From an optimization exercise on the open Yosys and OpenROAD flow, aimed at small area, a short achievable clock period and few clock cycles; shortcuts taken in it are not production practice.
RTL that was checked went through simulation tests only; none was proved equivalent to the original.
Only the layout flow was run in runs 1 and 6; the RTL was not checked for function there.
No activity file was given, so power comes from the tool's default toggle rates.

$ cat flow/run.sh
#!/bin/bash
# synth_recipe.tcl (not shown) runs the flow's synth.tcl, then flattens the netlist and writes it again
# the make line also repeats each setting of config.mk as NAME=value (left out here)
make -C /OpenROAD-flow-scripts/flow DESIGN_CONFIG=/design/flow/config.mk WORK_HOME=/design/flow/orfs CLKGATE_MAP_FILE= SYNTH_SCRIPT=/design/flow/synth_recipe.tcl finish
$ cat flow/config.mk
export PLATFORM = sky130hd
export DESIGN_NAME = obj_line_scan
export DESIGN_NICKNAME = obj_line_scan
export VERILOG_FILES = /design/flow/design.v
export SDC_FILE = /design/flow/constraint.sdc
export NUM_CORES = 4
export LEC_CHECK = 0
export CAP_MARGIN = 20
export CORE_MARGIN = 2
export CORE_UTILIZATION = 60
export CTS_CLUSTER_DIAMETER = 100
export CTS_CLUSTER_SIZE = 20
export SETUP_SLACK_MARGIN = 4.8
export SLEW_MARGIN = 20
$ cat flow/constraint.sdc
create_clock -name core_clock -period 8.0 [get_ports {CLK20}]
set_input_delay 1.6000 -clock core_clock [delete_from_list [all_inputs] [get_ports {CLK20}]]
set_output_delay 1.6000 -clock core_clock [all_outputs]
set_load 0.01 [all_outputs]
$ cat flow/design.v
package obj_pkg;
    localparam int OBJ_MAX_DEF  = 64;
    localparam int LINE_MAX_DEF = 8;
    localparam int OBJ_H_DEF    = 16;
    localparam int OBJ_W     = 29;
    localparam int X_LSB     = 0;
    localparam int Y_LSB     = 8;
    localparam int CODE_LSB  = 16;
    localparam int COL_LSB   = 24;
    localparam int FLIPH_BIT = 27;
    localparam int FLIPV_BIT = 28;
    typedef struct packed {
        logic [3:0]       row;
        logic [OBJ_W-1:0] word;
    } lst_entry_t;
    typedef enum logic {
        S_IDLE,
        S_SCAN
    } scan_state_t;
endpackage
module obj_line_fifo #(
    parameter int DEPTH = 8,
    parameter int WIDTH = 33
) (
    input  logic             clk,
    input  logic             rst,
    input  logic             clr,       
    input  logic             load,      
    input  logic             any,       
    input  logic             pop,       
    input  logic             last,      
    input  logic [DEPTH-1:0] wr_oh,     
    input  logic [WIDTH-1:0] wdata,     
    output logic [WIDTH-1:0] head
);
    logic [WIDTH-1:0] mem [1:DEPTH-1];
    logic [DEPTH-1:0] nxt_oh;           
    logic [WIDTH-1:0] nxt_mem, other;
    logic             take_w, upd;
    always_ff @(posedge clk) begin
        for (int k = 1; k < DEPTH; k++)
            if (wr_oh[k]) mem[k] <= wdata;
    end
    always_comb begin
        nxt_mem = '0;
        for (int k = 1; k < DEPTH; k++)
            nxt_mem = nxt_mem | (mem[k] & {WIDTH{nxt_oh[k]}});
    end
    always_ff @(posedge clk) begin
        if (rst || clr) nxt_oh <= DEPTH'(2);
        else if (pop)   nxt_oh <= nxt_oh << 1;
    end
    assign take_w = ~rst & (load ? any : (pop & ~last & |(nxt_oh & wr_oh)));
    assign upd    = rst | load | pop;
    assign other  = (rst | load | last) ? '0 : nxt_mem;
    always_ff @(posedge clk) begin
        if (upd) head <= take_w ? wdata : other;
    end
endmodule
module obj_line_scan #(
    parameter int OBJ_MAX  = obj_pkg::OBJ_MAX_DEF,
    parameter int LINE_MAX = obj_pkg::LINE_MAX_DEF,
    parameter int OBJ_H    = obj_pkg::OBJ_H_DEF
) (
    input  logic        CLK20,
    input  logic        RESET,
    input  logic        DMCS,
    input  logic [28:0] DO,
    input  logic [7:0]  V,
    input  logic        HBDn,
    input  logic        VB,
    input  logic        LST_RD,
    output logic [32:0] LST_DATA,
    output logic        LST_EMPTY,
    output logic [3:0]  LST_CNT,
    output logic        LST_RDY,
    output logic        OVF
);
    localparam int CW = $clog2(OBJ_MAX + 1);
    localparam int W  = obj_pkg::OBJ_W;
    localparam int YL = obj_pkg::Y_LSB;
    localparam int NC = LINE_MAX + 1;           
    localparam int GS = 8;                      
    localparam int NG = OBJ_MAX / GS;
    localparam int CS = 16;                     
    localparam int NCG = OBJ_MAX / CS;
    logic [OBJ_MAX-1:0][W-1:0] obj_table;
    logic [CW-1:0] obj_cnt;
    logic          vb_q, hbdn_q;
    logic          vb_rise, hb_fall, wr_en, start;
    logic [W-1:0]  do_ym;                       
    always_comb begin
        do_ym = DO;
        do_ym[YL +: 8] = DO[YL +: 8] - 8'd1;
    end
    assign vb_rise = VB & ~vb_q;
    assign hb_fall = hbdn_q & ~HBDn;
    assign start   = hb_fall & ~VB;
    assign wr_en   = DMCS & (vb_rise | (obj_cnt != CW'(OBJ_MAX)));
    always_ff @(posedge CLK20) begin
        if (wr_en) obj_table <= {obj_table[OBJ_MAX-2:0], do_ym};
    end
    always_ff @(posedge CLK20) begin
        if (RESET) begin
            vb_q    <= 1'b0;
            hbdn_q  <= 1'b1;
            obj_cnt <= '0;
        end else begin
            vb_q   <= VB;
            hbdn_q <= HBDn;
            if (vb_rise)    obj_cnt <= wr_en ? CW'(1) : '0;
            else if (wr_en) obj_cnt <= obj_cnt + CW'(1);
        end
    end
    logic [OBJ_MAX-1:0] valid;
    always_comb begin
        for (int i = 0; i < OBJ_MAX; i++) begin
            logic gt, eq;
            gt = 1'b0;
            eq = 1'b1;
            for (int b = CW - 1; b >= 0; b--) begin
                gt = gt | (eq & obj_cnt[b] & ~((i >> b) & 1));
                eq = eq & ~(obj_cnt[b] ^ ((i >> b) & 1));
            end
            valid[i] = gt;
        end
    end
    logic [7:0]         vq;              
    logic [3:0]         vh_m;            
    logic [OBJ_MAX-1:0] hit_now;
    assign vh_m[0] = ~V[4];
    for (genvar b = 1; b < 4; b++) begin : g_dec
        assign vh_m[b] = V[4 + b] ^ ~(|V[4 +: b]);
    end
    always_comb begin
        for (int i = 0; i < OBJ_MAX; i++) begin
            logic [7:0] y;
            logic       brw;
            y   = obj_table[i][YL +: 8];
            brw = 1'b0;
            for (int b = 0; b < 4; b++)
                brw = (~V[b] & y[b]) | (~(V[b] ^ y[b]) & brw);
            hit_now[i] = (brw ? (y[7:4] == vh_m) : (y[7:4] == V[7:4])) & valid[i];
        end
    end
    logic [OBJ_MAX-1:0]  hmask;      
    logic [OBJ_MAX-1:0]  lsel;       
    logic [NG-1:0]       gany, gsel;
    logic [OBJ_MAX-1:0]  first;      
    logic [W-1:0]        gword [NG];
    logic [W-1:0]        word_sel, word_q;
    logic [LINE_MAX-1:0] a_oh;       
    logic [LINE_MAX-1:0] b_oh;       
    logic                pend1, pend2;
    always_comb begin
        for (int g = 0; g < NG; g++) begin
            logic seen;
            seen = 1'b0;
            for (int j = GS - 1; j >= 0; j--) begin
                lsel[g*GS + j] = hmask[g*GS + j] & ~seen;
                seen = seen | hmask[g*GS + j];
            end
            gany[g] = seen;
        end
        begin
            logic gseen;
            gseen = 1'b0;
            for (int g = NG - 1; g >= 0; g--) begin
                gsel[g] = gany[g] & ~gseen;
                gseen   = gseen | gany[g];
            end
        end
        for (int i = 0; i < OBJ_MAX; i++) first[i] = lsel[i] & gsel[i / GS];
    end
    always_comb begin
        for (int g = 0; g < NG; g++) begin
            gword[g] = '0;
            for (int j = 0; j < GS; j++)
                gword[g] = gword[g] | (obj_table[g*GS + j] & {W{lsel[g*GS + j]}});
        end
        word_sel = '0;
        for (int g = 0; g < NG; g++) word_sel = word_sel | (gword[g] & {W{gsel[g]}});
    end
    always_ff @(posedge CLK20) begin
        if (RESET) begin
            hmask <= '0;
            a_oh  <= '0;
            b_oh  <= '0;
            pend1 <= 1'b0;
            pend2 <= 1'b0;
            vq    <= '0;
        end else begin
            if (start) begin
                hmask <= hit_now;
                vq    <= V;
            end else if (wr_en) begin
                hmask <= {hmask[OBJ_MAX-2:0] & ~first[OBJ_MAX-2:0], 1'b0};
            end else begin
                hmask <= hmask & ~first;
            end
            a_oh  <= start ? LINE_MAX'(1) : a_oh << 1;
            b_oh  <= start ? '0 : a_oh;
            pend1 <= start;
            pend2 <= pend1 & ~start;
        end
    end
    always_ff @(posedge CLK20) begin
        word_q <= word_sel;
    end
    logic [3:0]   row_q;
    logic [W-1:0] word_out;
    always_comb begin
        logic [3:0] y;
        logic       brw;
        y   = word_q[YL +: 4];
        brw = 1'b0;
        for (int b = 0; b < 4; b++) begin
            row_q[b] = vq[b] ^ y[b] ^ brw ^ word_q[obj_pkg::FLIPV_BIT];
            brw = (~vq[b] & y[b]) | (~(vq[b] ^ y[b]) & brw);
        end
        word_out = word_q;
        word_out[YL +: 8] = word_q[YL +: 8] + 8'd1;
    end
    logic [NC:1] cg [NCG];
    logic [NC:1] cg_q [NCG];
    logic [NC:1] ge;
    always_comb begin
        for (int g = 0; g < NCG; g++) begin
            logic [NC:0] t [2*CS];
            for (int i = 0; i < CS; i++) t[CS + i] = {(NC - 1)'(0), hmask[g*CS + i], 1'b1};
            for (int i = CS - 1; i >= 1; i--) begin
                t[i] = (NC + 1)'(1);
                for (int k = 1; k <= NC; k++)
                    for (int a = 0; a <= k; a++)
                        t[i][k] = t[i][k] | (t[2*i][a] & t[2*i+1][k-a]);
            end
            cg[g] = t[1][NC:1];
        end
    end
    always_ff @(posedge CLK20) begin
        for (int g = 0; g < NCG; g++) cg_q[g] <= cg[g];
    end
    always_comb begin
        logic [NC:0] t [2*NCG];
        for (int g = 0; g < NCG; g++) t[NCG + g] = {cg_q[g], 1'b1};
        for (int i = NCG - 1; i >= 1; i--) begin
            t[i] = (NC + 1)'(1);
            for (int k = 1; k <= NC; k++)
                for (int a = 0; a <= k; a++)
                    t[i][k] = t[i][k] | (t[2*i][a] & t[2*i+1][k-a]);
        end
        ge = t[1][NC:1];
    end
    logic [3:0] ncnt;                
    always_comb begin
        ncnt = '0;
        for (int k = 1; k <= LINE_MAX; k++)
            if (ge[k] && !(k < LINE_MAX && ge[k+1])) ncnt = 4'(k);
    end
    logic [3:0] lcnt;
    logic       lempty, lrdy, pop;
    logic       ovf;
    assign pop = LST_RD & ~lempty;
    always_ff @(posedge CLK20) begin
        if (RESET) begin
            lrdy   <= 1'b0;
            lempty <= 1'b1;
            lcnt   <= '0;
        end else if (start) begin
            lrdy   <= 1'b0;
            lempty <= 1'b1;
        end else if (pend2) begin
            lrdy   <= 1'b1;
            lcnt   <= ncnt;
            lempty <= ~ge[1];
        end else if (pop) begin
            lcnt   <= lcnt - 4'd1;
            lempty <= (lcnt == 4'd1);
        end
    end
    always_ff @(posedge CLK20) begin
        if (RESET || start) ovf <= 1'b0;
        else if (pend2)     ovf <= ge[NC];
    end
    assign OVF = ovf;
    assign LST_EMPTY = lempty;
    assign LST_CNT   = lcnt;
    assign LST_RDY   = lrdy;
    obj_line_fifo #(
        .DEPTH (LINE_MAX),
        .WIDTH (4 + W)
    ) u_fifo (
        .clk   (CLK20),
        .rst   (RESET),
        .clr   (start),
        .load  (pend2),
        .any   (ge[1]),
        .pop   (pop),
        .last  (lcnt == 4'd1),
        .wr_oh (b_oh),
        .wdata ({row_q, word_out}),
        .head  (LST_DATA)
    );
endmodule
==> impl_metrics.yaml, run 1 <==
synthesis:
  synthTopCellsByArea: "edfxtp_1, dfxtp_1, a22oi_1"
  yosys_register_bits: 2286
  yosysTopAreaCellShare_pct: 65.7
  synth.cell_area_um2: 97000
  ys_warn_count: 11
  synth.distinct_cells: 89
  syn_area_per_cell_um2: 14.4
  synth-edff-count: 2120
  ys_seq_area_share_pct: 69.1
  yosys.area.top_type: "edfxtp_1"
  synth_cells: 6742
  ys.flop_type: "edfxtp_1"
  async_reset_ff_share_pct: 0
  synth_fp_nets: 6988
route:
  vias: 64000
  dr.pass1.iters: 8
  drt_iter0_markers: 10500
  wire_per_inst_um: 32.6
  wl_um: 296000
  ant_nets: 0
  drc: 0
  viasPerCell: 7.05
sta:
  slew_headroom_pct: 6.27
  maxSlewViolCount: 0
  hold_viol: 0
  tightest_slew_ns: 1.40
  rsz0062_at_grt: "yes"
  setup_violations: 0
  min_period_ns: 3.29
  period_share_pct: 41.1
  finalSetupTns_ns: 0
  max_freq_mhz: 304
  skew_ns: 0.0628
  fin_ws_ns: 4.71
clock_network:
  root_buffer: "clkbuf_16"
  cts_tree: "yes"
  clock-sinks: 2286
  insertion_delay_ns: 0.82
  cts-htree-levels: 4
  clock_path_buffers: 3
  numCtsBuffers: 132
  clk_pin_slew_ns: 0.09
  holdBufCountCts: 0
power_and_ir_drop:
  ir_drop_uv: 226
  leakage_uw: 0.0361
  p_per_area_nw_per_um2: 213
place:
  dp.final_hpwl_um: 181000
  dpl_worst_slack_ns: 2.72
  dp.cells: 8686
  port_buffers: 82
  gp_congestion: 0.925
global_routing:
  grt_pass1_wl_um: 413000
  grt_pass1_vias: 58600
  grt_overflow: 0
  grt_max_degree: 147
  antenna_found_initial: 38
  grt_usage_pct: 34.5
critical_path:
  cp_max_fo: 31
  worst_ep_arrival_time_ns: 3.89
  path_class: "register to register"
  end_kind: "register"
  cp_slowest_cell: "o211ai_1"
  worstPathCellList: "buf_12, nor4_2, buf_4, nand4_1, buf_8, buf_4, nor2_2, nand3_1, clkbuf_16, o211ai_1"
  startpoint_type: "register"
  critical_path_required_ns: 8.60
  slowest_delay_ns: 0.82
  path_common_cell: "buf_4"
outcome:
  outcome: "complete, no violations"
die:
  fp.dieArea_um2: 165000
  die_x_um: 406
  fp.coreArea_um2: 161000
  initial_core_util_pct: 60.4
  rows: 147
  pin_count: 83
  fp.dieH_um: 406
finish:
  syn_to_final_growth_pct: 12.1
  fill_cells: 11200
  final-seq-area_um2: 67100
  multiInputGateArea_um2: 29600
  post_layout_nonfiller_instances: 9074
  drive_gt1_share_pct: 12.4
  nets: 7070
worst_hold_path:
  hp-class: "register to register"
run:
  maxCapViolations: 0
Yosys cell counts (all sizes together), types with 141 or more instances:
cell type and number:
dfxtp 166, xnor2 313, a222oi 190, a221oi 257
a21oi 261, ha 201, clkbuf 366, o21ai 194
nand2 527, edfxtp 2120, a31oi 141, a22oi 399
nor2 220
state kept, by name (all words and copies together) (netlist names), 4 cells and up:
signal	flops
b_oh	8
cg_q	36
hmask	64
lcnt	4
obj_cnt	7
obj_table	1856
u_fifo.head	33
u_fifo.mem	231
u_fifo.nxt_oh	7
vq	4
word_q	29
cell families (layout without fill, tap and decap cells):
logic type      after synthesis  in the layout  synth area share, %
flops                      2286           2286                 69.1
xor+xnor                    342            342                 3.09
fa+ha+maj                   221            221                 2.82
mux                         159            159                 1.68
other cells                   0             39                    0
compound gates             1975           1975                 15.0
simple gates               1257           1258                 6.30
buf+inv                     502            634                 2.03
placed cells by master, fill, tap and decap left out, drive strengths merged, types with 194 or more instances in the layout:
cell type  netlist  final
a22oi          399    399
ha             201    201
buf             94    287
a21oi          261    261
nand2          527    527
nor2           220    220
o21ai          194    194
a221oi         257    257
edfxtp        2120   2120
xnor2          313    313
routing by layer:
layer | part of all wire, % | track usage (%) | wire length (um) | up-vias
met5 | 0.033 | 0 | 99 | -
met4 | 5.3 | 15.7 | 15800 | 16
met3 | 11 | 7.82 | 32100 | 628
met2 | 43 | 49.1 | 127000 | 3853
met1 | 41 | 50.7 | 121000 | 32100
li1 | - | - | - | 27400
what timing repair did:
item	CTS	global route
setup buffers	52	63
endpoints found under the setup margin	1732	953
gates cloned	34	15
gates resized for setup	445	119
pin swaps	37	38
worst max-delay path: cells and delay by family (launching register included):
kind                   cells  cell delay (ns)
buffers and inverters      5             0.98
AND/OR/NAND/NOR            4             0.90
AO/OA/AOI/OAI              1             0.82
flip-flops                 1             0.38
area by class of cell:
cell class	count	area share, %
Clock inverter	15	0.257
Clock buffer	170	3.22
Inverter	42	0.221
Sequential cell	2286	61.7
Timing Repair Buffer	402	4.72
Tap cell	2160	2.49
Timing Repair inverter	5	0.0426
Multi-Input combinational cell	3955	27.2
Antenna cell	39	0.0898
worst paths after layout:
kind / slack (ns) / endpoint / cells after the start / startpoint
max: 4.71 / word_q[26] / 10 / hmask[55]
min: 0.43 / b_oh[1] / 1 / b_oh[0]
max reg2reg: 4.71 / word_q[26] / 10 / hmask[55]
min reg2reg: 0.43 / b_oh[1] / 1 / b_oh[0]
metrics by stage:
step           power [uW]  util [%]  hold slack [ns]  cell area, um2
3_5_place_dp        16000      62.4            0.416          100000
6_report            23100      67.7            0.433          109000
5_1_grt             23700      67.6            0.449          109000
3_3_place_gp        16000      62.3            0.413          100000
2_1_floorplan       15300         -            0.406           97000
4_1_cts             23100      66.7            0.436          107000
power breakdown:
part | leakage, uW | switching (uW) | internal, uW
clock | 0.00183 | 3850 | 3190
combinational | 0.0123 | 1170 | 672
sequential | 0.0220 | 451 | 13800
==> run 2, diff against run 1 <==
--- a/flow/design.v
+++ b/flow/design.v
@@ -20,7 +20,9 @@
 endpackage
 module obj_line_fifo #(
     parameter int DEPTH = 8,
-    parameter int WIDTH = 33
+    parameter int WIDTH = 29,
+    parameter int YL    = 8,        
+    parameter int FV    = 28        
 ) (
     input  logic             clk,
     input  logic             rst,
@@ -29,14 +31,16 @@
     input  logic             any,       
     input  logic             pop,       
     input  logic             last,      
+    input  logic [3:0]       tlo,       
     input  logic [DEPTH-1:0] wr_oh,     
     input  logic [WIDTH-1:0] wdata,     
-    output logic [WIDTH-1:0] head
+    output logic [WIDTH+3:0] head       
 );
     logic [WIDTH-1:0] mem [1:DEPTH-1];
     logic [DEPTH-1:0] nxt_oh;           
-    logic [WIDTH-1:0] nxt_mem, other;
-    logic             take_w, upd;
+    logic [WIDTH-1:0] nxt_mem, w_next;
+    logic [3:0]       r_next;
+    logic             take_w, zero, upd;
     always_ff @(posedge clk) begin
         for (int k = 1; k < DEPTH; k++)
             if (wr_oh[k]) mem[k] <= wdata;
@@ -50,11 +54,20 @@
         if (rst || clr) nxt_oh <= DEPTH'(2);
         else if (pop)   nxt_oh <= nxt_oh << 1;
     end
-    assign take_w = ~rst & (load ? any : (pop & ~last & |(nxt_oh & wr_oh)));
+    assign take_w = load ? any : (pop & ~last & |(nxt_oh & wr_oh));
+    assign zero   = rst | (load & ~any) | (pop & last);
     assign upd    = rst | load | pop;
-    assign other  = (rst | load | last) ? '0 : nxt_mem;
+    assign w_next = take_w ? wdata : nxt_mem;
+    always_comb begin
+        logic brw;
+        brw = 1'b0;
+        for (int b = 0; b < 4; b++) begin
+            r_next[b] = tlo[b] ^ w_next[YL + b] ^ brw ^ w_next[FV];
+            brw = (~tlo[b] & w_next[YL + b]) | (~(tlo[b] ^ w_next[YL + b]) & brw);
+        end
+    end
     always_ff @(posedge clk) begin
-        if (upd) head <= take_w ? wdata : other;
+        if (upd) head <= zero ? '0 : {r_next, w_next};
     end
 endmodule
 module obj_line_scan #(
@@ -125,7 +138,7 @@
             valid[i] = gt;
         end
     end
-    logic [7:0]         vq;              
+    logic [3:0]         tq;              
     logic [3:0]         vh_m;            
     logic [OBJ_MAX-1:0] hit_now;
     assign vh_m[0] = ~V[4];
@@ -188,11 +201,11 @@
             b_oh  <= '0;
             pend1 <= 1'b0;
             pend2 <= 1'b0;
-            vq    <= '0;
+            tq    <= '0;
         end else begin
             if (start) begin
                 hmask <= hit_now;
-                vq    <= V;
+                tq    <= V[3:0] + 4'd1;
             end else if (wr_en) begin
                 hmask <= {hmask[OBJ_MAX-2:0] & ~first[OBJ_MAX-2:0], 1'b0};
             end else begin
@@ -207,17 +220,8 @@
     always_ff @(posedge CLK20) begin
         word_q <= word_sel;
     end
-    logic [3:0]   row_q;
     logic [W-1:0] word_out;
     always_comb begin
-        logic [3:0] y;
-        logic       brw;
-        y   = word_q[YL +: 4];
-        brw = 1'b0;
-        for (int b = 0; b < 4; b++) begin
-            row_q[b] = vq[b] ^ y[b] ^ brw ^ word_q[obj_pkg::FLIPV_BIT];
-            brw = (~vq[b] & y[b]) | (~(vq[b] ^ y[b]) & brw);
-        end
         word_out = word_q;
         word_out[YL +: 8] = word_q[YL +: 8] + 8'd1;
     end
@@ -288,7 +292,9 @@
     assign LST_RDY   = lrdy;
     obj_line_fifo #(
         .DEPTH (LINE_MAX),
-        .WIDTH (4 + W)
+        .WIDTH (W),
+        .YL    (YL),
+        .FV    (obj_pkg::FLIPV_BIT)
     ) u_fifo (
         .clk   (CLK20),
         .rst   (RESET),
@@ -298,7 +304,8 @@
         .pop   (pop),
         .last  (lcnt == 4'd1),
         .wr_oh (b_oh),
-        .wdata ({row_q, word_out}),
+        .tlo   (tq),
+        .wdata (word_out),
         .head  (LST_DATA)
     );
 endmodule
==> run 2 against run 1 <==
Effect of this change: final cell count shrank 0.91%; global-route usage grew 2.2 points; die area shrank 1.4%; sequential cell count shrank 28; synthesized area shrank 1.4%; via count grew 2.4%; clock-buffer cell count grew 22; synthesized cell count grew 0.82%; critical path type is now input pin to register.
==> impl_metrics.yaml, run 2 <==
outcome:
  outcome: "complete, no violations"
clock_network:
  clk_pin_slew_ns: 0.09
  root_buffer: "clkbuf_16"
  cts_tree: "yes"
  clock-sinks: 2258
  clock_path_buffers: 3
  holdBufCountCts: 0
  insertion_delay_ns: 0.83
  numCtsBuffers: 131
  cts-htree-levels: 4
finish:
  drive_gt1_share_pct: 11.3
  largest_registers: "obj_table (1856), u_fifo.mem (203), hmask (64)"
  fin_area_um2: 106000
  mostFrequentLayoutCells: "edfxtp_1, nand2_1, a22oi_1"
  largest_reg_flops: 1856
  final_common_cell: "edfxtp_1"
  nets: 7082
  syn_to_final_growth_pct: 11.0
  max_flop_register: "obj_table"
sta:
  maxSlewViolCount: 0
  period_share_pct: 40.7
  finalSetupTns_ns: 0
  skew_ns: 0.0486
  rsz0062_at_grt: "yes"
  hold_viol: 0
  max_freq_mhz: 307
  tightest_slew_ns: 1.15
  slew_headroom_pct: 23.1
  min_period_ns: 3.26
  setup_violations: 0
critical_path:
  path_common_cell: "buf_4"
  critPathTopFamily: "compound AO/OA/AOI/OAI gates"
  worstPathCellList: "buf_4, bufinv_16, buf_4, ha_1, a21oi_1, o21ai_2, nor3b_2, a31oi_1, or3_1, o32ai_1"
  critical_path_required_ns: 8.68
  startpoint_type: "input pin"
  end_kind: "register"
  path_class: "input pin to register"
  slowest_delay_ns: 0.34
  cp_slowest_cell: "or3_1"
  crit_buf_inv: 3
  worst_ep_arrival_time_ns: 3.94
  cp_max_fo: 16
synthesis:
  synth.most_common_cell: "edfxtp_1"
  yosys.area.top_type: "edfxtp_1"
  synth.cell_area_um2: 95600
  synth.distinct_cells: 90
  ys_seq_area_share_pct: 69.2
  synth_common_cells: "edfxtp_1, nand2_1, a22oi_1, clkbuf_1, nor2_1"
  yosysTopAreaCellShare_pct: 65.7
  synthTopCellsByArea: "edfxtp_1, dfxtp_1, a22oi_1"
  async_reset_ff_share_pct: 0
  ys_warn_count: 11
  ys.flop_type: "edfxtp_1"
  synth_fp_nets: 7044
  synth_cells: 6797
  synth-edff-count: 2092
  yosys_register_bits: 2258
  syn_area_per_cell_um2: 14.1
place:
  port_buffers: 82
  dp.final_hpwl_um: 191000
  placed_area_um2: 98900
  gp_congestion: 0.958
die:
  rows: 146
  die_x_um: 403
  pin_count: 83
  initial_core_util_pct: 60.4
  fp.coreArea_um2: 158000
  fp.dieH_um: 403
  fp.dieArea_um2: 163000
power_and_ir_drop:
  p_per_area_nw_per_um2: 213
  ir_drop_uv: 237
  leakage_uw: 0.0351
global_routing:
  grt_usage_pct: 36.6
  grt_overflow: 0
  grt_max_degree: 192
  grt_pass1_wl_um: 432000
  antenna_found_initial: 15
  grt_pass1_vias: 60500
route:
  wire_per_inst_um: 33.9
  wl_um: 305000
  drc: 0
  drt_iter0_markers: 11300
  viasPerCell: 7.29
  ant_nets: 0
  vias: 65500
  dr.pass1.iters: 10
worst_hold_path:
  hp-class: "register to register"
run:
  maxCapViolations: 0
## run 2: where the power goes
| group | internal [uW] | switching, uW |
|---|---|---|
| sequential | 13600 | 447 |
| clock | 3150 | 3950 |
| combinational | 512 | 981 |
## run 2: final timing paths
kind	startpoint	end	slack [ns]	cells past startpoint
max	V[3]	hmask[62]	4.74	10
min	b_oh[0]	b_oh[1]	0.44	1
max reg2reg	hmask[30]	word_q[11]	4.77	8
min reg2reg	b_oh[0]	b_oh[1]	0.44	1
## run 2: cells by family (layout without fill, tap and decap cells)
family	after synthesis	in the layout	share of synthesized area, %
AOI/OAI and AO/OA	2046	2047	15.2
xor gates and xnor gates	375	375	3.44
adders and majority gates	224	224	2.90
buffers and inverters	497	607	2.04
DFF	2258	2258	69.2
muxes	49	49	0.513
other	0	8	0
and+or+nand+nor	1348	1351	6.72
## run 2: timing repair
item                                     CTS  global route
gates cloned                              18             7
resized for setup                        424           124
buffers inserted                          46            30
pin swaps                                 45            34
endpoints found under the setup margin  1892           817
## run 2: area by class of cell
class / count / area, um2
Sequential cell: 2258 / 66200
Fill cell: 11200 / 52300
Multi-Input combinational cell: 4046 / 29200
Timing Repair Buffer: 342 / 3800
Clock buffer: 192 / 3530
Tap cell: 2072 / 2590
Clock inverter: 17 / 349
Inverter: 51 / 303
Timing Repair inverter: 5 / 46.3
Antenna cell: 8 / 20.0
## run 2: per-layer routing
metal / part of all wire, % / global-route usage (%) / routed length, um
met2: 44 / 54.0 / 134000
met5: 0.015 / 0 / 45
met1: 38 / 52.1 / 116000
met3: 12 / 7.88 / 37300
met4: 5.5 / 18.0 / 16900
## run 2: through the flow
| step | total power, uW | hold slack [ns] | std cells | utilization [%] | setup WS [ns] |
|---|---|---|---|---|---|
| 2_1_floorplan | 15000 | 0.406 | 6797 | - | 0.923 |
| 3_3_place_gp | 15500 | 0.416 | 8673 | 62.5 | 2.73 |
| 3_5_place_dp | 15500 | 0.422 | 8673 | 62.5 | 2.67 |
| 5_1_grt | 23200 | 0.451 | 8984 | 67.0 | 4.72 |
| 4_1_cts | 22600 | 0.431 | 8946 | 66.4 | 4.72 |
| 6_report | 22600 | 0.438 | 8991 | 67.0 | 4.74 |
Testbench counts of run 2, summed over its fixed seeds: cycles 5,256.
==> run 3, diff against run 2 <==
--- a/flow/config.mk
+++ b/flow/config.mk
@@ -7,8 +7,8 @@
 export LEC_CHECK = 0
 export CAP_MARGIN = 20
 export CORE_MARGIN = 2
-export CORE_UTILIZATION = 60
+export CORE_UTILIZATION = 70
 export CTS_CLUSTER_DIAMETER = 100
-export CTS_CLUSTER_SIZE = 20
+export CTS_CLUSTER_SIZE = 24
 export SETUP_SLACK_MARGIN = 4.8
 export SLEW_MARGIN = 20
==> run 3 against run 2 <==
Effect of this change: final area decreased by 0.81%; via count increased by 1.1%; synthesized cell count unchanged; critical path type is now register to register; largest power group unchanged.
==> impl_metrics.yaml, run 3 <==
run:
  maxCapViolations: 0
global_routing:
  grt_overflow: 0
  grt_max_degree: 170
  grt_pass1_vias: 61000
  antenna_found_initial: 20
  grt_pass1_wl_um: 419000
  grt_usage_pct: 41.1
route:
  viasPerCell: 7.63
  wl_um: 296000
  wire_per_inst_um: 34.1
  drc: 0
  vias: 66200
  drt_iter0_markers: 13000
  ant_nets: 0
  dr.pass1.iters: 10
finish:
  largest_reg_flops: 1856
  multiInputGateArea_um2: 29300
  drive_gt1_share_pct: 11.1
  syn_to_final_growth_pct: 10.1
  final-seq-area_um2: 66200
  fin_area_um2: 105000
  post_layout_nonfiller_instances: 8679
  max_flop_register: "obj_table"
  fill_cells: 7993
  nets: 7070
  largest_registers: "obj_table (1856), u_fifo.mem (203), hmask (64)"
  mostFrequentLayoutCells: "edfxtp_1, nand2_1, a22oi_1"
  final_common_cell: "edfxtp_1"
  fin_util_pct: 77.7
critical_path:
  end_kind: "register"
  worstPathCellList: "buf_12, or4_1, nor2_2, and2_1, buf_6, a222oi_1, a21oi_2, nor4_1, nand3_1"
  path_class: "register to register"
  critPathTopFamily: "simple AND/OR/NAND/NOR gates"
  cp_slowest_cell: "nor4_1"
  crit_buf_inv: 2
  critical_path_required_ns: 8.60
  cp_max_fo: 34
  slowest_delay_ns: 0.65
  worst_ep_arrival_time_ns: 3.91
  startpoint_type: "register"
clock_network:
  clock-sinks: 2258
  holdBufCountCts: 0
  cts_tree: "yes"
  root_buffer: "clkbuf_16"
  numCtsBuffers: 104
  insertion_delay_ns: 0.81
  clock_path_buffers: 3
  clk_pin_slew_ns: 0.11
  cts-htree-levels: 3
synthesis:
  synth_cells: 6797
  ys.flop_type: "edfxtp_1"
  syn_area_per_cell_um2: 14.1
  yosys.area.top_type: "edfxtp_1"
  yosys_register_bits: 2258
  yosysTopAreaCellShare_pct: 65.7
  synth_common_cells: "edfxtp_1, nand2_1, a22oi_1, clkbuf_1, nor2_1"
  synth.distinct_cells: 90
  synth_fp_nets: 7044
  synth.cell_area_um2: 95600
  ys_warn_count: 11
  async_reset_ff_share_pct: 0
  synthTopCellsByArea: "edfxtp_1, dfxtp_1, a22oi_1"
  ys_seq_area_share_pct: 69.2
  synth.most_common_cell: "edfxtp_1"
  synth-edff-count: 2092
power_and_ir_drop:
  ir_drop_uv: 263
  leakage_uw: 0.0348
  p_comb_share_pct: 6.9
  pwr-share-clk_pct: 28.4
  p_seq_share_pct: 64.7
  p_per_area_nw_per_um2: 205
  p_int_uw: 16500
  swShare_pct: 23.5
  p_switching_uw: 5080
sta:
  period_share_pct: 41.3
  skew_ns: 0.0758
  slew_headroom_pct: 26.0
  hold_viol: 0
  setup_violations: 0
  maxSlewViolCount: 0
  max_freq_mhz: 302
  min_period_ns: 3.31
  tightest_slew_ns: 1.11
  rsz0062_at_grt: "yes"
  finalSetupTns_ns: 0
place:
  dp.final_hpwl_um: 181000
  placed_area_um2: 98500
  dp.cells: 8374
  gp_congestion: 0.989
  port_buffers: 82
die:
  fp.coreArea_um2: 135000
  rows: 135
  fp.dieArea_um2: 140000
  die_x_um: 374
  initial_core_util_pct: 70.6
  fp.dieH_um: 374
  pin_count: 83
outcome:
  outcome: "complete, no violations"
worst_hold_path:
  hp-class: "register to register"
==> run 3: cell counts after synthesis <==
Identical to the previous run, type by type.
==> run 3: layer usage <==
metal | global-route usage [%] | up-vias | share of wire [%]
met5 | 0 | - | 0.027
met2 | 58.0 | 5460 | 42
met1 | 57.2 | 32500 | 35
met4 | 21.0 | 12 | 6.1
li1 | - | 27400 | -
met3 | 14.3 | 859 | 16
==> run 3: kinds of logic after synthesis <==
| group | Yosys count | synth area share, % |
|---|---|---|
| buf+inv | 497 | 2.04 |
| compound gates | 2046 | 15.2 |
| mux | 49 | 0.513 |
| flops | 2258 | 69.2 |
| fa+ha+maj | 224 | 2.90 |
| simple gates | 1348 | 6.72 |
| xor+xnor | 375 | 3.44 |
==> run 3: timing repair <==
action,CTS,global route
gates cloned,21,9
pin swaps,47,39
setup buffers,63,31
resized for setup,449,131
hold endpoints to repair,0,0
setup endpoints to repair,1869,324
==> run 3: power groups by stage <==
stage | clock [uW] | sequential (uW) | combinational [uW]
floorplan | 0 | 14100 | 840
global placement | 0 | 14200 | 1230
detailed placement | 0 | 14200 | 1270
CTS | 6110 | 14000 | 1410
global route | 6500 | 14000 | 1580
finish | 6130 | 14000 | 1490
==> run 3: metrics by stage <==
step | setup WS (ns) | power [uW] | hold WS [ns]
6_report | 4.69 | 21600 | 0.442
5_1_grt | 4.61 | 22100 | 0.443
4_1_cts | 4.74 | 21500 | 0.432
3_5_place_dp | 2.71 | 15500 | 0.426
3_3_place_gp | 2.75 | 15400 | 0.421
2_1_floorplan | 0.923 | 15000 | 0.406
==> run 3: final cells by class <==
type / instances / share of cell area [%]
clock buffers: 161 / 2.68
well taps: 1781 / 2.12
repair buffers: 360 / 3.98
clock inverters: 10 / 0.144
inverters: 51 / 0.270
diodes: 10 / 0.0238
flip-flops and latches: 2258 / 62.9
multi-input cells: 4045 / 27.8
repair inverters: 3 / 0.0250
==> run 3: final timing paths <==
kind | endpoint | slack (ns) | cells after the start | start
worst min-delay path | obj_table[77] | 0.44 | 0 | obj_table[48]
worst max register to register | word_q[13] | 4.69 | 9 | hmask[23]
worst min register to register | obj_table[77] | 0.44 | 0 | obj_table[48]
worst max-delay path | word_q[13] | 4.69 | 9 | hmask[23]
==> run 4, diff against run 3 <==
--- a/flow/config.mk
+++ b/flow/config.mk
@@ -7,8 +7,8 @@
 export LEC_CHECK = 0
 export CAP_MARGIN = 20
 export CORE_MARGIN = 2
-export CORE_UTILIZATION = 70
+export CORE_UTILIZATION = 55
 export CTS_CLUSTER_DIAMETER = 100
-export CTS_CLUSTER_SIZE = 24
-export SETUP_SLACK_MARGIN = 4.8
+export CTS_CLUSTER_SIZE = 20
+export SETUP_SLACK_MARGIN = 5
 export SLEW_MARGIN = 20
==> run 4 against run 3 <==
Effect of this change: still clean on timing, DRC and antenna; power rose by 4.9%; sequential cell count did not move; worst hold slack got worse by 0.00081 ns; clock skew fell by 0.042 ns; global-route usage fell by 6.7 points; sequential share of layout area fell by 1.9 points; clock-buffer cell count rose by 35; final area rose by 3.2%; critical path type is now input pin to register.
==> impl_metrics.yaml, run 4 <==
outcome:
  outcome: "complete, no violations"
synthesis:
  yosys_register_bits: 2258
  synth-edff-count: 2092
  synth_cells: 6797
  ys_seq_area_share_pct: 69.2
  ys.flop_type: "edfxtp_1"
  async_reset_ff_share_pct: 0
  synth_common_cells: "edfxtp_1, nand2_1, a22oi_1, clkbuf_1, nor2_1"
  synth.most_common_cell: "edfxtp_1"
  synth_fp_nets: 7044
  ys_warn_count: 11
  synth.distinct_cells: 90
  syn_area_per_cell_um2: 14.1
  synthTopCellsByArea: "edfxtp_1, dfxtp_1, a22oi_1"
  synth.cell_area_um2: 95600
  yosysTopAreaCellShare_pct: 65.7
  yosys.area.top_type: "edfxtp_1"
route:
  viasPerCell: 7.03
  wire_per_inst_um: 33.7
  drc: 0
  wl_um: 315000
  dr.pass1.iters: 10
  top_layer_used: "met5"
  drt-met1-wl_um: 126000
  drt_iter0_markers: 11600
  route.met2.wl_um: 139000
  met3_length_um: 35800
  ant_nets: 0
  vias: 65700
critical_path:
  crit_buf_inv: 3
  slowest_delay_ns: 0.35
  critPathTopFamily: "adder cells"
  path_class: "input pin to register"
  end_kind: "register"
  cp_max_fo: 4
  critical_path_required_ns: 8.56
  cp_slowest_cell: "fa_2"
  reg2reg_slack_ns: 4.94
  worstPathCellList: "buf_8, nand2b_4, a211oi_4, a21oi_4, nor2_2, a41oi_2, ha_2, inv_2, fa_2, inv_2, fa_2, xnor2_2, xnor2_1, xnor2_1, nor2_1"
  startpoint_type: "input pin"
  worst_ep_arrival_time_ns: 3.70
sta:
  period_share_pct: 39.2
  maxSlewViolCount: 0
  skew_ns: 0.0336
  hold_viol: 0
  fin_ws_ns: 4.86
  setup_violations: 0
  min_period_ns: 3.14
  slew_headroom_pct: 29.4
  finalSetupTns_ns: 0
  rsz0062_at_grt: "yes"
  max_freq_mhz: 319
  tightest_slew_ns: 1.06
die:
  fp.dieArea_um2: 177000
  fp.coreArea_um2: 173000
  initial_core_util_pct: 55.2
  fp.dieH_um: 421
  die_x_um: 421
  pin_count: 83
  rows: 153
global_routing:
  grt_max_degree: 189
  grt_pass1_wl_um: 444000
  grt_usage_pct: 34.4
  grt_pass1_vias: 60500
  antenna_found_initial: 16
  grt_overflow: 0
clock_network:
  clk_pin_slew_ns: 0.08
  root_buffer: "clkbuf_16"
  cts-htree-levels: 4
  numCtsBuffers: 131
  insertion_delay_ns: 0.84
  clock_path_buffers: 3
  clock-sinks: 2258
  cts_tree: "yes"
place:
  port_buffers: 82
  dpl_worst_slack_ns: 2.87
  placed_area_um2: 99300
  dp.final_hpwl_um: 194000
  gp_congestion: 0.940
finish:
  fill_cells: 13000
  drive_gt1_share_pct: 14.8
  fin_area_um2: 109000
  largest_registers: "obj_table (1856), u_fifo.mem (203), hmask (64)"
  max_flop_register: "obj_table"
  mostFrequentLayoutCells: "edfxtp_1, nand2_1, a22oi_1"
  nets: 7188
  largest_reg_flops: 1856
  final_common_cell: "edfxtp_1"
  syn_to_final_growth_pct: 13.6
power_and_ir_drop:
  p_switching_uw: 5340
  p_per_area_nw_per_um2: 209
  p_seq_share_pct: 61.7
  p_int_uw: 17300
  swShare_pct: 23.6
  pwr-share-clk_pct: 31.4
  ir_drop_uv: 233
  leakage_uw: 0.0360
  p_comb_share_pct: 6.9
run:
  maxCapViolations: 0
worst_hold_path:
  hp-class: "register to register"
run 4: final timing paths:
check / endpoint / from / cells after the start
setup reg to reg: word_q[2] / hmask[46] / 9
hold reg to reg: obj_table[181] / obj_table[152] / 0
hold / removal: obj_table[181] / obj_table[152] / 0
setup / recovery: u_fifo.head[32] / LST_RD / 15
run 4: cell type report:
class	count	area, um2	area share (%)
Tap cell	2325	2910	2.68
Multi-Input combinational cell	4044	29900	27.6
Antenna cell	4	10.0	0.00922
Timing Repair inverter	4	37.5	0.0346
Clock inverter	15	174	0.160
Timing Repair Buffer	451	5300	4.88
Inverter	51	320	0.295
Clock buffer	196	3630	3.34
Sequential cell	2258	66300	61.0
run 4: power groups by stage:
stage | logic, uW | clock network, uW | registers (uW)
2_1_floorplan | 840 | 0 | 14100
3_3_place_gp | 1260 | 0 | 14200
3_5_place_dp | 1290 | 0 | 14200
4_1_cts | 1470 | 7210 | 14000
5_1_grt | 1670 | 7590 | 14000
6_report | 1560 | 7110 | 14000
run 4: routing by layer:
metal,vias to the layer above,global-route usage [%]
li1,27600,-
met1,33300,49.8
met2,4220,50.9
met3,552,7.49
met4,6,13.6
met5,-,0
run 4: cells by family after synthesis:
family / count (synthesis) / share of synthesized area [%]
AOI/OAI and AO/OA: 2046 / 15.2
and+or+nand+nor: 1348 / 6.72
muxes: 49 / 0.513
xor gates and xnor gates: 375 / 3.44
DFF: 2258 / 69.2
adders and majority gates: 224 / 2.90
buffers and inverters: 497 / 2.04
run 4: metrics by stage:
step / hold slack, ns / utilization, % / power, uW / cells
finish: 0.441 / 62.7 / 22700 / 9348
global route: 0.450 / 62.7 / 23300 / 9344
CTS: 0.447 / 61.8 / 22600 / 9269
detailed placement: 0.426 / 57.3 / 15500 / 8934
global placement: 0.414 / 57.3 / 15500 / 8934
floorplan: 0.406 / - / 15000 / 6797
run 4: repair_timing:
action                                  4_1_cts  5_1_grt
hold endpoints to repair                      0        0
pin swaps                                    70       62
gates resized for setup                     765      156
endpoints found under the setup margin     1830     1270
cloned                                       33       10
setup buffers                                91       65
hold buffers                                  0        0
==> run 5, diff against run 4 <==
--- a/flow/config.mk
+++ b/flow/config.mk
@@ -7,7 +7,7 @@
 export LEC_CHECK = 0
 export CAP_MARGIN = 20
 export CORE_MARGIN = 2
-export CORE_UTILIZATION = 55
+export CORE_UTILIZATION = 60
 export CTS_CLUSTER_DIAMETER = 100
 export CTS_CLUSTER_SIZE = 20
 export SETUP_SLACK_MARGIN = 5
==> run 5 against run 4 <==
Effect of this change: still clean on timing, DRC and antenna; via count increased by 0.84%; die area decreased by 8.3%; sequential share of layout area increased by 0.61 points; routed wire length decreased by 0.72%; final area decreased by 1.0%; power about the same; critical path depth decreased by 7; critical path type is now register to register; critical endpoint is now word_q[14]; largest power group unchanged.
==> impl_metrics.yaml, run 5 <==
outcome:
  outcome: "complete, no violations"
global_routing:
  grt_max_degree: 175
  grt_pass1_wl_um: 440000
  grt_usage_pct: 37.4
  grt_overflow: 0
  grt_pass1_vias: 61000
  antenna_found_initial: 13
power_and_ir_drop:
  report.power.total_uw: 22700
  leakage_uw: 0.0356
  p_per_area_nw_per_um2: 211
  ir_drop_uv: 237
place:
  dp.cells: 8673
  port_buffers: 82
  dp.final_hpwl_um: 191000
  gp_congestion: 0.958
finish:
  drive_gt1_share_pct: 13.8
  multiInputGateArea_um2: 29700
  largest_registers: "obj_table (1856), u_fifo.mem (203), hmask (64)"
  largest_reg_flops: 1856
  nets: 7141
  mostFrequentLayoutCells: "edfxtp_1, nand2_1, a22oi_1"
  fill_cells: 11100
  max_flop_register: "obj_table"
  fin_util_pct: 67.9
  syn_to_final_growth_pct: 12.4
  post_layout_nonfiller_instances: 9052
  final-seq-area_um2: 66300
  final_common_cell: "edfxtp_1"
route:
  drc: 0
  dr.pass1.iters: 12
  wire_per_inst_um: 34.6
  vias: 66300
  ant_nets: 0
  drt_iter0_markers: 11700
  wl_um: 313000
  viasPerCell: 7.32
clock_network:
  numCtsBuffers: 131
  root_buffer: "clkbuf_16"
  clk_pin_slew_ns: 0.09
  holdBufCountCts: 0
  clock-sinks: 2258
  clock_path_buffers: 3
  insertion_delay_ns: 0.83
  cts_tree: "yes"
  cts-htree-levels: 4
critical_path:
  path_class: "register to register"
  crit_buf_inv: 2
  end_kind: "register"
  worst_ep_arrival_time_ns: 3.79
  worstPathCellList: "nor4_4, buf_4, and2_1, buf_4, a222oi_1, a21oi_1, nor4_2, nand3_1"
  critical_path_required_ns: 8.61
  path_common_cell: "buf_4"
  slowest_delay_ns: 0.67
  critPathTopFamily: "simple AND/OR/NAND/NOR gates"
  cp_slowest_cell: "nor4_2"
  cp_max_fo: 29
  startpoint_type: "register"
sta:
  min_period_ns: 3.19
  skew_ns: 0.0470
  maxSlewViolCount: 0
  hold_viol: 0
  slew_headroom_pct: 21.6
  max_freq_mhz: 314
  tightest_slew_ns: 1.17
  finalSetupTns_ns: 0
  setup_violations: 0
  period_share_pct: 39.8
  rsz0062_at_grt: "yes"
synthesis:
  ys.flop_type: "edfxtp_1"
  async_reset_ff_share_pct: 0
  syn_area_per_cell_um2: 14.1
  synth.most_common_cell: "edfxtp_1"
  ys_warn_count: 11
  synth_cells: 6797
  yosys.area.top_type: "edfxtp_1"
  synth_common_cells: "edfxtp_1, nand2_1, a22oi_1, clkbuf_1, nor2_1"
  synth.cell_area_um2: 95600
  synth_fp_nets: 7044
  synth-edff-count: 2092
  synth.distinct_cells: 90
  ys_seq_area_share_pct: 69.2
  yosys_register_bits: 2258
  synthTopCellsByArea: "edfxtp_1, dfxtp_1, a22oi_1"
  yosysTopAreaCellShare_pct: 65.7
die:
  initial_core_util_pct: 60.4
  rows: 146
  fp.coreArea_um2: 158000
  die_x_um: 403
  pin_count: 83
  fp.dieH_um: 403
  fp.dieArea_um2: 163000
run:
  maxCapViolations: 0
worst_hold_path:
  hp-class: "register to register"
[run 5: cell types whose count changed in the layout (fill, tap and decap cells not counted), sizes merged]
| cell | previous run | this run |
|---|---|---|
| bufinv | 2 | 0 |
| bufbuf | 22 | 15 |
| buf | 385 | 335 |
| inv | 58 | 56 |
| diode | 4 | 10 |
| clkbuf | 208 | 209 |
| clkdlybuf4s15 | 0 | 1 |
| clkinvlp | 2 | 3 |
| nand2b | 16 | 17 |
| or4 | 16 | 17 |
| clkinv | 8 | 15 |
[run 5: layout make-up]
class / instances / share of cell area [%]
inverters: 51 / 0.292
repair buffers: 400 / 4.37
diodes: 10 / 0.0233
flip-flops and latches: 2258 / 61.7
multi-input cells: 4046 / 27.6
clock inverters: 17 / 0.325
well taps: 2072 / 2.41
repair inverters: 6 / 0.0512
clock buffers: 192 / 3.28
[run 5: timing repair]
item                                    in CTS  in global routing
buffers inserted                            79                 38
cloned                                      30                 13
pin swaps                                   67                 61
hold endpoints to repair                     0                  0
endpoints found under the setup margin    1903               1060
gates resized for setup                    677                172
[run 5: final timing paths]
kind	from	endpoint	slack, ns	depth (start not counted)
max	hmask[21]	word_q[14]	4.81	8
min reg2reg	obj_table[171]	obj_table[200]	0.43	0
min	obj_table[171]	obj_table[200]	0.43	0
max reg2reg	hmask[21]	word_q[14]	4.81	8
[run 5: logic make-up after synthesis]
logic type      after synthesis  synth area share [%]
compound gates             2046                  15.2
mux                          49                 0.513
xor+xnor                    375                  3.44
simple gates               1348                  6.72
buf+inv                     497                  2.04
fa+ha+maj                   224                  2.90
flops                      2258                  69.2
[run 5: layer usage]
metal	wire (um)	track usage (%)
met2	136000	54.5
met5	20	0
met3	40300	8.95
met4	19100	19.4
met1	118000	52.8
[run 5: report_power, final]
group | switching [uW] | total (uW) | internal, uW
Sequential | 450 | 14000 | 13500
Clock | 3960 | 7100 | 3150
Combinational | 1020 | 1560 | 546
[run 5: per-stage QoR]
stage / setup WS [ns] / cell area [um2] / hold slack (ns)
floorplan: 0.923 / 95700 / 0.406
CTS: 4.85 / 106000 / 0.431
global route: 4.77 / 107000 / 0.451
global placement: 2.73 / 98900 / 0.416
detailed placement: 2.67 / 98900 / 0.422
finish: 4.81 / 107000 / 0.434
==> run 6, diff against run 5 <==
--- a/flow/design.v
+++ b/flow/design.v
@@ -126,17 +126,10 @@
         end
     end
     logic [OBJ_MAX-1:0] valid;
-    always_comb begin
-        for (int i = 0; i < OBJ_MAX; i++) begin
-            logic gt, eq;
-            gt = 1'b0;
-            eq = 1'b1;
-            for (int b = CW - 1; b >= 0; b--) begin
-                gt = gt | (eq & obj_cnt[b] & ~((i >> b) & 1));
-                eq = eq & ~(obj_cnt[b] ^ ((i >> b) & 1));
-            end
-            valid[i] = gt;
-        end
+    always_ff @(posedge CLK20) begin
+        if (RESET)        valid <= '0;
+        else if (vb_rise) valid <= {{(OBJ_MAX-1){1'b0}}, wr_en};
+        else if (wr_en)   valid <= {valid[OBJ_MAX-2:0], 1'b1};
     end
     logic [3:0]         tq;              
     logic [3:0]         vh_m;            
==> run 6 against run 5 <==
Effect of this change: via count shrank 0.92%; routed wire length shrank 3.0%; fmax shrank 10%; die area grew 2.1%; largest cell class unchanged; utilization grew 0.91 points; worst setup slack lost 0.37 ns; clock power grew 2%; clock-buffer cell count shrank 1; sequential share of layout area shrank 1.1 points; sequential cell count grew 64; critical path depth grew 1.
==> impl_metrics.yaml, run 6 <==
synthesis:
  ys_seq_area_share_pct: 69.0
  synth_common_cells: "edfxtp_1, nand2_1, clkbuf_1, a21oi_1, a22oi_1"
  synthTopCellsByArea: "edfxtp_1, dfxtp_1, a22oi_1"
  yosysTopAreaCellShare_pct: 64.3
  yosys.area.top_type: "edfxtp_1"
  synth.cell_area_um2: 97700
  synth_cells: 6971
  synth_fp_nets: 7218
  syn_area_per_cell_um2: 14.0
  synth-edff-count: 2092
  synth.most_common_cell: "edfxtp_1"
  yosys_register_bits: 2322
  async_reset_ff_share_pct: 0
  ys.flop_type: "edfxtp_1"
  synth.distinct_cells: 75
  ys_warn_count: 11
route:
  wl_um: 304000
  viasPerCell: 7.00
  vias: 65700
  wire_per_inst_um: 32.4
  drt_iter0_markers: 10100
  ant_nets: 0
  drc: 0
  dr.pass1.iters: 9
finish:
  fin_util_pct: 68.8
  final_common_cell: "edfxtp_1"
  drive_gt1_share_pct: 14.9
  largest_reg_flops: 1856
  largest_registers: "obj_table (1856), u_fifo.mem (203)"
  mostFrequentLayoutCells: "edfxtp_1, nand2_1, a22oi_1"
  nets: 7372
  syn_to_final_growth_pct: 14.2
  max_flop_register: "obj_table"
  fill_cells: 11300
critical_path:
  cp_max_fo: 6
  end_kind: "register"
  path_class: "register to register"
  startpoint_type: "register"
  ff2ff_path_depth: 9
  worst_ep_arrival_time_ns: 3.94
  critical_path_required_ns: 8.39
sta:
  hold_viol: 0
  period_share_pct: 44.4
  setup_violations: 0
  maxSlewViolCount: 0
  tightest_slew_ns: 1.13
  rsz0062_at_grt: "yes"
  min_period_ns: 3.55
  max_freq_mhz: 282
  holdWs_ns: 0.441
  finalSetupTns_ns: 0
  slew_headroom_pct: 24.4
  skew_ns: 0.0306
global_routing:
  grt_pass1_wl_um: 428000
  grt_overflow: 0
  grt_usage_pct: 35.2
  grt_max_degree: 191
  antenna_found_initial: 15
  grt_pass1_vias: 60500
die:
  fp.dieH_um: 407
  pin_count: 83
  die_x_um: 407
  initial_core_util_pct: 60.2
  fp.coreArea_um2: 162000
  rows: 148
  fp.dieArea_um2: 166000
place:
  dp.final_hpwl_um: 183000
  port_buffers: 82
  gp_congestion: 0.922
run:
  maxCapViolations: 0
power_and_ir_drop:
  ir_drop_uv: 225
  leakage_uw: 0.0372
  p_per_area_nw_per_um2: 208
clock_network:
  root_buffer: "clkbuf_16"
  cts-htree-levels: 4
  clock_path_buffers: 3
  insertion_delay_ns: 0.81
  numCtsBuffers: 134
  clk_pin_slew_ns: 0.10
  clock-sinks: 2322
  cts_tree: "yes"
worst_hold_path:
  hp-class: "register to register"
  hold_depth: 0
outcome:
  outcome: "complete, no violations"
-- run 6: cell types whose count changed after synthesis, sizes merged, moves of 62 or more --
cell    delta
a31oi    -123
dfxtp     +64
mux2i     +88
nand2    +230
nor2      -96
o211ai    +62
o21ai    -110
xnor2     +99
xor2     -131
-- run 6: per-stage QoR --
| stage | total power [uW] | worst slack, ns | cell area (um2) | cells |
|---|---|---|---|---|
| after floorplan | 15300 | 0.788 | 97700 | 6971 |
| after global placement | 15800 | 2.78 | 101000 | 8924 |
| after detailed placement | 15900 | 2.75 | 101000 | 8928 |
| after CTS | 23100 | 4.57 | 110000 | 9298 |
| after global routing | 23800 | 4.49 | 112000 | 9372 |
| final | 23200 | 4.45 | 112000 | 9380 |
-- run 6: timing repair --
item,CTS,global route
resized for setup,752,244
hold buffers,0,0
pin swaps,95,127
setup buffers,120,61
setup endpoints to repair,2090,615
gates cloned,42,13
-- run 6: final cells by class --
type	count	area (um2)	area share, %
timing repair buffer	482	5940	5.33
clock inverter	17	338	0.303
antenna	8	20.0	0.0179
multi-input combinational	4137	31100	27.9
tap	2175	2720	2.44
clock buffer	191	3570	3.20
timing repair inverter	5	43.8	0.0393
sequential	2322	67600	60.6
inverter	43	235	0.211
-- run 6: critical path, stage by stage, from the launching register on --
cell      delay (ns)
dfxtp_4         0.37
buf_12          0.13
or4_4           0.56
o211ai_1        0.26
buf_4           0.18
buf_16          0.14
a31oi_2         0.05
buf_6           0.18
nor4_4          0.46
nand4_1         0.76
-- run 6: worst paths after layout --
path | from | slack [ns] | endpoint
worst max-delay path | hmask[55] | 4.45 | word_q[17]
worst min-delay path | obj_table[1093] | 0.44 | obj_table[1122]
worst max register to register | hmask[55] | 4.45 | word_q[17]
worst min register to register | obj_table[1093] | 0.44 | obj_table[1122]
-- run 6: cell families after synthesis --
family          synth area share (%)
xor+xnor                        3.08
simple gates                    7.05
fa+ha+maj                       2.82
flops                           69.0
compound gates                  14.6
buf+inv                         1.99
mux                             1.40
-- run 6: routing by layer --
layer | share of wire [%] | vias up | GRT usage, % | routed length (um)
li1 | - | 28100 | - | -
met1 | 39 | 33200 | 50.1 | 119000
met2 | 44 | 3827 | 51.1 | 133000
met3 | 11 | 569 | 8.21 | 33800
met4 | 5.8 | 16 | 17.6 | 17500
met5 | 0.034 | - | 0 | 102
-- run 6: where the power goes --
group	switching, uW	leakage, uW	internal, uW
clock	4040	0.00186	3190
combinational	1030	0.0130	631
sequential	445	0.0223	13900
==> run 7, diff against run 6 <==
--- a/flow/design.v
+++ b/flow/design.v
@@ -39,7 +39,7 @@
     logic [WIDTH-1:0] mem [1:DEPTH-1];
     logic [DEPTH-1:0] nxt_oh;           
     logic [WIDTH-1:0] nxt_mem, w_next;
-    logic [3:0]       r_next;
+    logic [3:0]       r_next, r_w, r_mem;
     logic             take_w, zero, upd;
     always_ff @(posedge clk) begin
         for (int k = 1; k < DEPTH; k++)
@@ -59,13 +59,17 @@
     assign upd    = rst | load | pop;
     assign w_next = take_w ? wdata : nxt_mem;
     always_comb begin
-        logic brw;
-        brw = 1'b0;
+        logic bw, bm;
+        bw = 1'b0;
+        bm = 1'b0;
         for (int b = 0; b < 4; b++) begin
-            r_next[b] = tlo[b] ^ w_next[YL + b] ^ brw ^ w_next[FV];
-            brw = (~tlo[b] & w_next[YL + b]) | (~(tlo[b] ^ w_next[YL + b]) & brw);
+            r_w[b]   = tlo[b] ^ wdata[YL + b] ^ bw ^ wdata[FV];
+            bw       = (~tlo[b] & wdata[YL + b]) | (~(tlo[b] ^ wdata[YL + b]) & bw);
+            r_mem[b] = tlo[b] ^ nxt_mem[YL + b] ^ bm ^ nxt_mem[FV];
+            bm       = (~tlo[b] & nxt_mem[YL + b]) | (~(tlo[b] ^ nxt_mem[YL + b]) & bm);
         end
     end
+    assign r_next = take_w ? r_w : r_mem;
     always_ff @(posedge clk) begin
         if (upd) head <= zero ? '0 : {r_next, w_next};
     end
@@ -126,10 +130,17 @@
         end
     end
     logic [OBJ_MAX-1:0] valid;
-    always_ff @(posedge CLK20) begin
-        if (RESET)        valid <= '0;
-        else if (vb_rise) valid <= {{(OBJ_MAX-1){1'b0}}, wr_en};
-        else if (wr_en)   valid <= {valid[OBJ_MAX-2:0], 1'b1};
+    always_comb begin
+        for (int i = 0; i < OBJ_MAX; i++) begin
+            logic gt, eq;
+            gt = 1'b0;
+            eq = 1'b1;
+            for (int b = CW - 1; b >= 0; b--) begin
+                gt = gt | (eq & obj_cnt[b] & ~((i >> b) & 1));
+                eq = eq & ~(obj_cnt[b] ^ ((i >> b) & 1));
+            end
+            valid[i] = gt;
+        end
     end
     logic [3:0]         tq;              
     logic [3:0]         vh_m;            
--- a/flow/config.mk
+++ b/flow/config.mk
@@ -7,7 +7,7 @@
 export LEC_CHECK = 0
 export CAP_MARGIN = 20
 export CORE_MARGIN = 2
-export CORE_UTILIZATION = 60
+export CORE_UTILIZATION = 55
 export CTS_CLUSTER_DIAMETER = 100
 export CTS_CLUSTER_SIZE = 20
 export SETUP_SLACK_MARGIN = 5
==> run 7 against run 6 <==
Effect of this change: worst hold slack worse by 0.0081 ns; sequential power hardly changed; combinational power is 4% lower; synthesized cell count is 2.6% lower; critical path type is now input pin to register; largest cell class unchanged.
==> impl_metrics.yaml, run 7 <==
outcome:
  outcome: "complete, no violations"
clock_network:
  numCtsBuffers: 131
  holdBufCountCts: 0
  insertion_delay_ns: 0.84
  clock_path_buffers: 3
  root_buffer: "clkbuf_16"
  clk_pin_slew_ns: 0.10
  cts_tree: "yes"
  cts-htree-levels: 4
  clock-sinks: 2258
finish:
  final_common_cell: "edfxtp_1"
  mostFrequentLayoutCells: "edfxtp_1, nand2_1, a22oi_1"
  nets: 7194
  post_layout_nonfiller_instances: 9343
  largest_reg_flops: 1856
  largest_registers: "obj_table (1856), u_fifo.mem (203), hmask (64)"
  max_flop_register: "obj_table"
  drive_gt1_share_pct: 14.5
  fill_cells: 13100
  syn_to_final_growth_pct: 14.2
  fin_util_pct: 63.1
critical_path:
  path_class: "input pin to register"
  slowest_delay_ns: 0.59
  end_kind: "register"
  crit_buf_inv: 4
  critical_path_required_ns: 8.71
  worstPathCellList: "clkdlybuf4s50_1, o41ai_4, buf_4, bufinv_16, buf_12, mux2i_1, a31oi_1, o21ai_0, o31ai_1"
  ff2ff_path_depth: 10
  cp_slowest_cell: "clkdlybuf4s50_1"
  critPathTopFamily: "buffers and inverters"
  cp_max_fo: 55
  cp.depth: 9
  reg2reg_slack_ns: 4.91
  startpoint_type: "input pin"
  worst_ep_arrival_time_ns: 3.85
synthesis:
  synth.cell_area_um2: 96100
  ys.flop_type: "edfxtp_1"
  synth.most_common_cell: "edfxtp_1"
  synth_fp_nets: 7038
  synthTopCellsByArea: "edfxtp_1, dfxtp_1, xnor2_1"
  ys_warn_count: 11
  synth.distinct_cells: 83
  yosys_register_bits: 2258
  yosys.area.top_type: "edfxtp_1"
  yosysTopAreaCellShare_pct: 65.4
  synth-edff-count: 2092
  async_reset_ff_share_pct: 0
  synth_cells: 6788
  ys_seq_area_share_pct: 68.8
  synth_common_cells: "edfxtp_1, nand2_1, clkbuf_1, a22oi_1, xnor2_1"
  syn_area_per_cell_um2: 14.2
place:
  dp.final_hpwl_um: 180000
  dp.cells: 8894
  port_buffers: 82
  gp_congestion: 0.929
route:
  drt_iter0_markers: 11800
  viasPerCell: 7.02
  ant_nets: 0
  met3_length_um: 40200
  drt-met1-wl_um: 131000
  route.met2.wl_um: 133000
  drc: 0
  dr.pass1.iters: 10
  top_layer_used: "met5"
  wire_per_inst_um: 33.9
  wl_um: 317000
  vias: 65600
die:
  rows: 153
  fp.coreArea_um2: 174000
  fp.dieH_um: 422
  pin_count: 83
  fp.dieArea_um2: 178000
  initial_core_util_pct: 55.3
  die_x_um: 422
sta:
  skew_ns: 0.0534
  finalSetupTns_ns: 0
  setup_violations: 0
  max_freq_mhz: 319
  hold_viol: 0
  rsz0062_at_grt: "yes"
  min_period_ns: 3.14
  period_share_pct: 39.2
  maxSlewViolCount: 0
  tightest_slew_ns: 1.07
  slew_headroom_pct: 27.8
global_routing:
  antenna_found_initial: 32
  grt_overflow: 0
  grt_pass1_wl_um: 435000
  grt_usage_pct: 33.6
  grt_pass1_vias: 59700
  grt_max_degree: 100
power_and_ir_drop:
  ir_drop_uv: 209
  p_per_area_nw_per_um2: 206
  leakage_uw: 0.0365
run:
  maxCapViolations: 0
worst_hold_path:
  hp-class: "register to register"
  hold_depth: 1
run 7: cell types whose count changed after synthesis, moves of 27 or more:
cell | before | now
nor2_1 | 249 | 190
nand2_1 | 699 | 559
a41o_1 | 30 | 2
and3_1 | 46 | 90
o21ai_0 | 199 | 328
or3_1 | 73 | 46
dfxtp_1 | 230 | 166
xnor2_1 | 267 | 336
a221o_1 | 4 | 44
or4_1 | 19 | 48
xor2_1 | 76 | 19
a21oi_1 | 356 | 312
run 7: worst reg2reg max path, delay by kind of cell (launching register included):
family,cells,cell delay [ns]
AO/OA/AOI/OAI,1,0.21
flip-flops,1,0.37
AND/OR/NAND/NOR,5,1.83
buffers and inverters,4,0.60
run 7: stage by stage:
step	total power [uW]	setup slack (ns)	area (um2)	hold WS, ns
4_1_cts	22600	4.90	108000	0.428
2_1_floorplan	14900	0.874	96200	0.406
6_report	22700	4.86	110000	0.433
3_5_place_dp	15400	2.65	99600	0.415
3_3_place_gp	15400	2.72	99600	0.408
5_1_grt	23300	4.86	110000	0.434
run 7: path summary, 6_finish.rpt:
| check | to | startpoint |
|---|---|---|
| max reg2reg | word_q[5] | hmask[54] |
| min reg2reg | b_oh[1] | b_oh[0] |
| min | b_oh[1] | b_oh[0] |
| max | hmask[33] | DMCS |
run 7: cells by family after synthesis:
kind of cell	synth area share, %
DFF	68.8
AOI/OAI and AO/OA	15.2
and+or+nand+nor	6.44
buffers and inverters	2.01
xor gates and xnor gates	3.23
adders and majority gates	2.91
muxes	1.39
run 7: layer usage:
metal	global-route usage (%)	vias to the layer above
li1	-	27600
met1	51.8	33200
met2	46.9	4283
met3	7.98	580
met4	11.0	12
met5	0	-
run 7: cell type report:
cell class	count	area [um2]	share of cell area, %
antenna	4	10.0	0.00912
clock buffer	193	3690	3.36
clock inverter	10	133	0.121
inverter	45	268	0.244
multi-input combinational	4033	30100	27.5
sequential	2258	66300	60.4
tap	2325	2910	2.65
timing repair buffer	468	6240	5.68
timing repair inverter	7	60.1	0.0547
run 7: power breakdown:
part	switching, uW	total (uW)	leakage (uW)	internal, uW
sequential	435	14000	0.0216	13500
clock	3870	7110	0.00185	3240
combinational	978	1590	0.0130	614
total	5280	22700	0.0365	17400
run 7: timing repair:
action / CTS / global route
endpoints found under the setup margin: 2088 / 558
setup buffers: 90 / 77
hold endpoints to repair: 0 / 0
pin swaps: 59 / 78
gates cloned: 49 / 26
resized for setup: 730 / 201
Testbench counts of run 7, summed over its fixed seeds: cycles 5,256.

what the ideal ports hide:
The flow's constraints put no driver on any port. The routed layouts listed below were extracted and timed again, unchanged, in two steps.
Step 1: set_driving_cell puts a clkbuf_16 on CLK20 and a buf_2 on each other input, an assumption about the parent block.
Step 2 times the ports against the registers' clock, not the clock port: input delays grow and output delays shrink by t, the midpoint of the rising clock arrivals with the driver on.
Slacks: ideal ports / drivers / drivers and shift; pairs: ideal ports / drivers.
| run | t, ns | setup WS [ns] | worst setup path at the end | worst slew at a driven data input, ns | cell pins on the clock port's net |
|---|---|---|---|---|---|
| run 1 | 0.867 | 4.709 / 4.625 / 3.758 | input to register | 0.29 | 1 |
| run 2 | 0.885 | 4.745 / 4.774 / 3.912 | input to register | 0.14 | 1 |
| run 3 | 0.859 | 4.692 / 4.692 / 3.860 | input to register | 0.17 | 1 |
| run 4 | 0.910 | 4.861 / 4.898 / 3.988 | input to register | 0.21 | 1 |
| run 5 | 0.889 | 4.815 / 4.769 / 3.880 | input to register | 0.37 | 1 |
| run 6 | 0.881 | 4.448 / 4.448 / 3.908 | input to register | 0.22 | 1 |
| run 7 | 0.902 | 4.861 / 4.913 / 4.023 | input to register | 0.17 | 1 |
After both steps every run listed still meets setup and hold. For run 1, which loses most, drivers alone change the setup slack by -0.084 ns; drivers and shift together by -0.951 ns.
